From an optimization exercise on the open Yosys and OpenROAD flow, aimed at small area and a short achievable clock period; shortcuts taken in it are not production practice. At most, simulation tests tie the RTL to the original design; equivalence was not proved. Power is estimated from default activity; no workload was simulated.

==> module sb_issue_check, before the edit <==
module sb_issue_check (
    input  sb_pkg::inst_t                         inst,
    input  sb_pkg::fu_vec_t                       busy,
    input  sb_pkg::fu_vec_t                       pend,     
    input  sb_pkg::reg_idx_t [sb_pkg::NUM_FU-1:0] dst,
    output logic                                  issue_ready
);
    logic [6:0] opc;
    logic [2:0] f3;
    logic [6:0] f7;
    logic [4:0] rd;
    logic       is_op, is_imm, is_ld, is_st;
    logic       f7_base, f7_alt, f7_md, alt_en;
    logic [3:0] sel;
    logic       has_rd;
    logic [3:0] waw_k;
    assign opc = inst[6:0];
    assign f3  = inst[14:12];
    assign f7  = inst[31:25];
    assign rd  = inst[11:7];
    assign is_op   = opc == sb_pkg::OPC_OP;
    assign is_imm  = opc == sb_pkg::OPC_OP_IMM;
    assign is_ld   = opc == sb_pkg::OPC_LOAD;
    assign is_st   = opc == sb_pkg::OPC_STORE;
    assign f7_base = f7 == sb_pkg::F7_BASE;
    assign f7_alt  = f7 == sb_pkg::F7_ALT;
    assign f7_md   = f7 == sb_pkg::F7_MULDIV;
    assign alt_en  = f7_alt & (is_op | f3 == 3'd5);
    assign sel[0] = (is_op & (f7_base | (f7_alt & (f3 == 3'd0 | f3 == 3'd5)))) |
                    (is_imm & ((f3 != 3'd1 & f3 != 3'd5) | f7_base | alt_en));
    assign sel[1] = (is_ld & f3 != 3'd3 & f3 < 3'd6) | (is_st & f3 < 3'd3);
    assign sel[2] = is_op & f7_md & ~f3[2];
    assign sel[3] = is_op & f7_md &  f3[2];
    assign has_rd = sel[0] | sel[2] | sel[3] | (sel[1] & ~is_st);
    logic [3:0] eq_k;
    for (genvar k = 0; k < 4; k++) begin : g_cmp
        sb_eq5 cmp (.a(rd), .b(dst[k]), .eq(eq_k[k]));
    end
    assign waw_k = pend & eq_k;
    assign issue_ready = ~(|(sel & busy)) & ~(has_rd & (rd != '0) & |waw_k);
endmodule
==> module sb_eq5, before the edit <==
module sb_eq5 (
    input  logic [4:0] a,
    input  logic [4:0] b,
    output logic       eq
);
    assign eq = a == b;
endmodule
clock: 6.0 ns
lec_check: 0
cap_margin: 20
core_margin: 2
core_utilization: 60
cts_buf_list: sky130_fd_sc_hd__clkbuf_8
cts_cluster_size: 30
setup_slack_margin: 2.5
slew_margin: 20
synth_hierarchical: 1
synth_minimum_keep_size: 0
standard.sh (not shown) runs the stock make flow with config.mk's settings and CLKGATE_MAP_FILE= SYNTH_SCRIPT=/design/flow/synth_recipe.tcl, a recipe that flattens the netlist after the stock synthesis.
==> flow/flow/run.sh <==
#!/bin/bash
# Standard layout, with plain buffers (not delay cells) on the ports, and slow
# many-input cells added to the platform's don't-use list.
set -euo pipefail
DU="sky130_fd_sc_hd__lpflow_bleeder_1 sky130_fd_sc_hd__lpflow_clkbufkapwr_1 sky130_fd_sc_hd__lpflow_clkbufkapwr_16 sky130_fd_sc_hd__lpflow_clkbufkapwr_2 sky130_fd_sc_hd__lpflow_clkbufkapwr_4 sky130_fd_sc_hd__lpflow_clkbufkapwr_8 sky130_fd_sc_hd__lpflow_clkinvkapwr_1 sky130_fd_sc_hd__lpflow_clkinvkapwr_16 sky130_fd_sc_hd__lpflow_clkinvkapwr_2 sky130_fd_sc_hd__lpflow_clkinvkapwr_4 sky130_fd_sc_hd__lpflow_clkinvkapwr_8 sky130_fd_sc_hd__lpflow_decapkapwr_12 sky130_fd_sc_hd__lpflow_decapkapwr_3 sky130_fd_sc_hd__lpflow_decapkapwr_4 sky130_fd_sc_hd__lpflow_decapkapwr_6 sky130_fd_sc_hd__lpflow_decapkapwr_8 sky130_fd_sc_hd__lpflow_inputiso0n_1 sky130_fd_sc_hd__lpflow_inputiso0p_1 sky130_fd_sc_hd__lpflow_inputiso1n_1 sky130_fd_sc_hd__lpflow_inputiso1p_1 sky130_fd_sc_hd__lpflow_inputisolatch_1 sky130_fd_sc_hd__lpflow_isobufsrc_1 sky130_fd_sc_hd__lpflow_isobufsrc_16 sky130_fd_sc_hd__lpflow_isobufsrc_2 sky130_fd_sc_hd__lpflow_isobufsrc_4 sky130_fd_sc_hd__lpflow_isobufsrc_8 sky130_fd_sc_hd__lpflow_isobufsrckapwr_16 sky130_fd_sc_hd__lpflow_lsbuf_lh_hl_isowell_tap_1 sky130_fd_sc_hd__lpflow_lsbuf_lh_hl_isowell_tap_2 sky130_fd_sc_hd__lpflow_lsbuf_lh_hl_isowell_tap_4 sky130_fd_sc_hd__lpflow_lsbuf_lh_isowell_4 sky130_fd_sc_hd__lpflow_lsbuf_lh_isowell_tap_1 sky130_fd_sc_hd__lpflow_lsbuf_lh_isowell_tap_2 sky130_fd_sc_hd__lpflow_lsbuf_lh_isowell_tap_4 sky130_fd_sc_hd__probe_p_8 sky130_fd_sc_hd__probec_p_8  sky130_fd_sc_hd__a2111o_1 sky130_fd_sc_hd__a2111o_2 sky130_fd_sc_hd__a2111o_4 sky130_fd_sc_hd__a2111oi_0 sky130_fd_sc_hd__a2111oi_1 sky130_fd_sc_hd__a2111oi_2 sky130_fd_sc_hd__a2111oi_4 sky130_fd_sc_hd__a221o_1 sky130_fd_sc_hd__a221o_2 sky130_fd_sc_hd__a221o_4 sky130_fd_sc_hd__a2bb2o_1 sky130_fd_sc_hd__a2bb2o_2 sky130_fd_sc_hd__a2bb2o_4 sky130_fd_sc_hd__a311o_1 sky130_fd_sc_hd__a311o_2 sky130_fd_sc_hd__a311o_4 sky130_fd_sc_hd__a311oi_1 sky130_fd_sc_hd__a311oi_2 sky130_fd_sc_hd__a311oi_4 sky130_fd_sc_hd__a32o_1 sky130_fd_sc_hd__a32o_2 sky130_fd_sc_hd__a32o_4 sky130_fd_sc_hd__a32oi_1 sky130_fd_sc_hd__a32oi_2 sky130_fd_sc_hd__a32oi_4 sky130_fd_sc_hd__a41o_1 sky130_fd_sc_hd__a41o_2 sky130_fd_sc_hd__a41o_4 sky130_fd_sc_hd__a41oi_1 sky130_fd_sc_hd__a41oi_2 sky130_fd_sc_hd__a41oi_4 sky130_fd_sc_hd__and4_1 sky130_fd_sc_hd__and4_2 sky130_fd_sc_hd__and4_4 sky130_fd_sc_hd__and4b_1 sky130_fd_sc_hd__and4b_2 sky130_fd_sc_hd__and4b_4 sky130_fd_sc_hd__and4bb_1 sky130_fd_sc_hd__and4bb_2 sky130_fd_sc_hd__and4bb_4 sky130_fd_sc_hd__nor4_1 sky130_fd_sc_hd__nor4_2 sky130_fd_sc_hd__nor4_4 sky130_fd_sc_hd__nor4b_1 sky130_fd_sc_hd__nor4b_2 sky130_fd_sc_hd__nor4b_4 sky130_fd_sc_hd__nor4bb_1 sky130_fd_sc_hd__nor4bb_2 sky130_fd_sc_hd__nor4bb_4 sky130_fd_sc_hd__o2111a_1 sky130_fd_sc_hd__o2111a_2 sky130_fd_sc_hd__o2111a_4 sky130_fd_sc_hd__o2111ai_1 sky130_fd_sc_hd__o2111ai_2 sky130_fd_sc_hd__o2111ai_4 sky130_fd_sc_hd__o221a_1 sky130_fd_sc_hd__o221a_2 sky130_fd_sc_hd__o221a_4 sky130_fd_sc_hd__o2bb2a_1 sky130_fd_sc_hd__o2bb2a_2 sky130_fd_sc_hd__o2bb2a_4 sky130_fd_sc_hd__o311a_1 sky130_fd_sc_hd__o311a_2 sky130_fd_sc_hd__o311a_4 sky130_fd_sc_hd__o311ai_0 sky130_fd_sc_hd__o311ai_1 sky130_fd_sc_hd__o311ai_2 sky130_fd_sc_hd__o311ai_4 sky130_fd_sc_hd__o32a_1 sky130_fd_sc_hd__o32a_2 sky130_fd_sc_hd__o32a_4 sky130_fd_sc_hd__o32ai_1 sky130_fd_sc_hd__o32ai_2 sky130_fd_sc_hd__o32ai_4 sky130_fd_sc_hd__o41a_1 sky130_fd_sc_hd__o41a_2 sky130_fd_sc_hd__o41a_4 sky130_fd_sc_hd__o41ai_1 sky130_fd_sc_hd__o41ai_2 sky130_fd_sc_hd__o41ai_4 sky130_fd_sc_hd__or3_1 sky130_fd_sc_hd__or3_2 sky130_fd_sc_hd__or3_4 sky130_fd_sc_hd__or3b_1 sky130_fd_sc_hd__or3b_2 sky130_fd_sc_hd__or3b_4 sky130_fd_sc_hd__or4_1 sky130_fd_sc_hd__or4_2 sky130_fd_sc_hd__or4_4 sky130_fd_sc_hd__or4b_1 sky130_fd_sc_hd__or4b_2 sky130_fd_sc_hd__or4b_4 sky130_fd_sc_hd__or4bb_1 sky130_fd_sc_hd__or4bb_2 sky130_fd_sc_hd__or4bb_4 "
bash standard.sh BUFFER_PORTS_ARGS="-buffer_cell sky130_fd_sc_hd__buf_2" DONT_USE_CELLS="$DU" > standard.log 2>&1
Edit:
--- a/flow/design.v
+++ b/flow/design.v
@@ -87,24 +87,15 @@
                     (is_imm & ((f3 != 3'd1 & f3 != 3'd5) | f7_base | alt_en));
     assign sel[1] = (is_ld & f3 != 3'd3 & f3 < 3'd6) | (is_st & f3 < 3'd3);
     assign sel[2] = is_op & f7_md & ~f3[2];
     assign sel[3] = is_op & f7_md &  f3[2];
     assign has_rd = sel[0] | sel[2] | sel[3] | (sel[1] & ~is_st);
-    logic [3:0] eq_k;
-    for (genvar k = 0; k < 4; k++) begin : g_cmp
-        sb_eq5 cmp (.a(rd), .b(dst[k]), .eq(eq_k[k]));
+    always_comb begin
+        for (int k = 0; k < 4; k++) waw_k[k] = pend[k] & dst[k] == rd;
     end
-    assign waw_k = pend & eq_k;
     assign issue_ready = ~(|(sel & busy)) & ~(has_rd & (rd != '0) & |waw_k);
 endmodule
-module sb_eq5 (
-    input  logic [4:0] a,
-    input  logic [4:0] b,
-    output logic       eq
-);
-    assign eq = a == b;
-endmodule
 `timescale 1ns/1ps
 module sb_top (
     input  logic             clk,
     input  logic             rst,
     input  sb_pkg::inst_t    inst,
- clock skew grows by 0.0077 ns
- cell count shrinks by 0.37%
- power grows by about 1.8%
- final area shrinks by about 0.6%
- hold slack is worse by 0.014 ns
- die area grows by about 0.6%
- fmax grows by about 5.5%
- global-route usage shrinks by 2.4 points
- sequential power is about the same
- clock-buffer cell count grows by 1
- wire length shrinks by 4.5%
Function not checked in the first run of this note: the RTL went through the layout flow alone.

==> port drivers added, routing unchanged <==
In the flow no input, the clock included, has a driving cell. The finished layouts below were timed again as built, in two steps.
Step 1, drivers: a clkbuf_16 drives clk and a buf_2 each remaining input, both assumed.
Step 2, shift: input delay + t, output delay - t, t = (earliest + latest rising clock arrival at the registers) / 2. This alone moves slack from input paths to output paths.
Three values: no drivers, after step 1, after step 2; two values: the first two.
| run | t (ns) | slack for setup (ns) | worst data-port slew with drivers (ns) |
|---|---|---|---|
| the first run | 0.414 | 2.227 / 2.109 / 2.109 | 0.15 |
| the second run | 0.415 | 2.425 / 2.405 / 2.405 | 0.07 |
After both steps setup and hold are still met in every run listed. For the first run, which loses most, drivers alone change the setup slack by -0.118 ns; drivers and shift together by -0.118 ns.
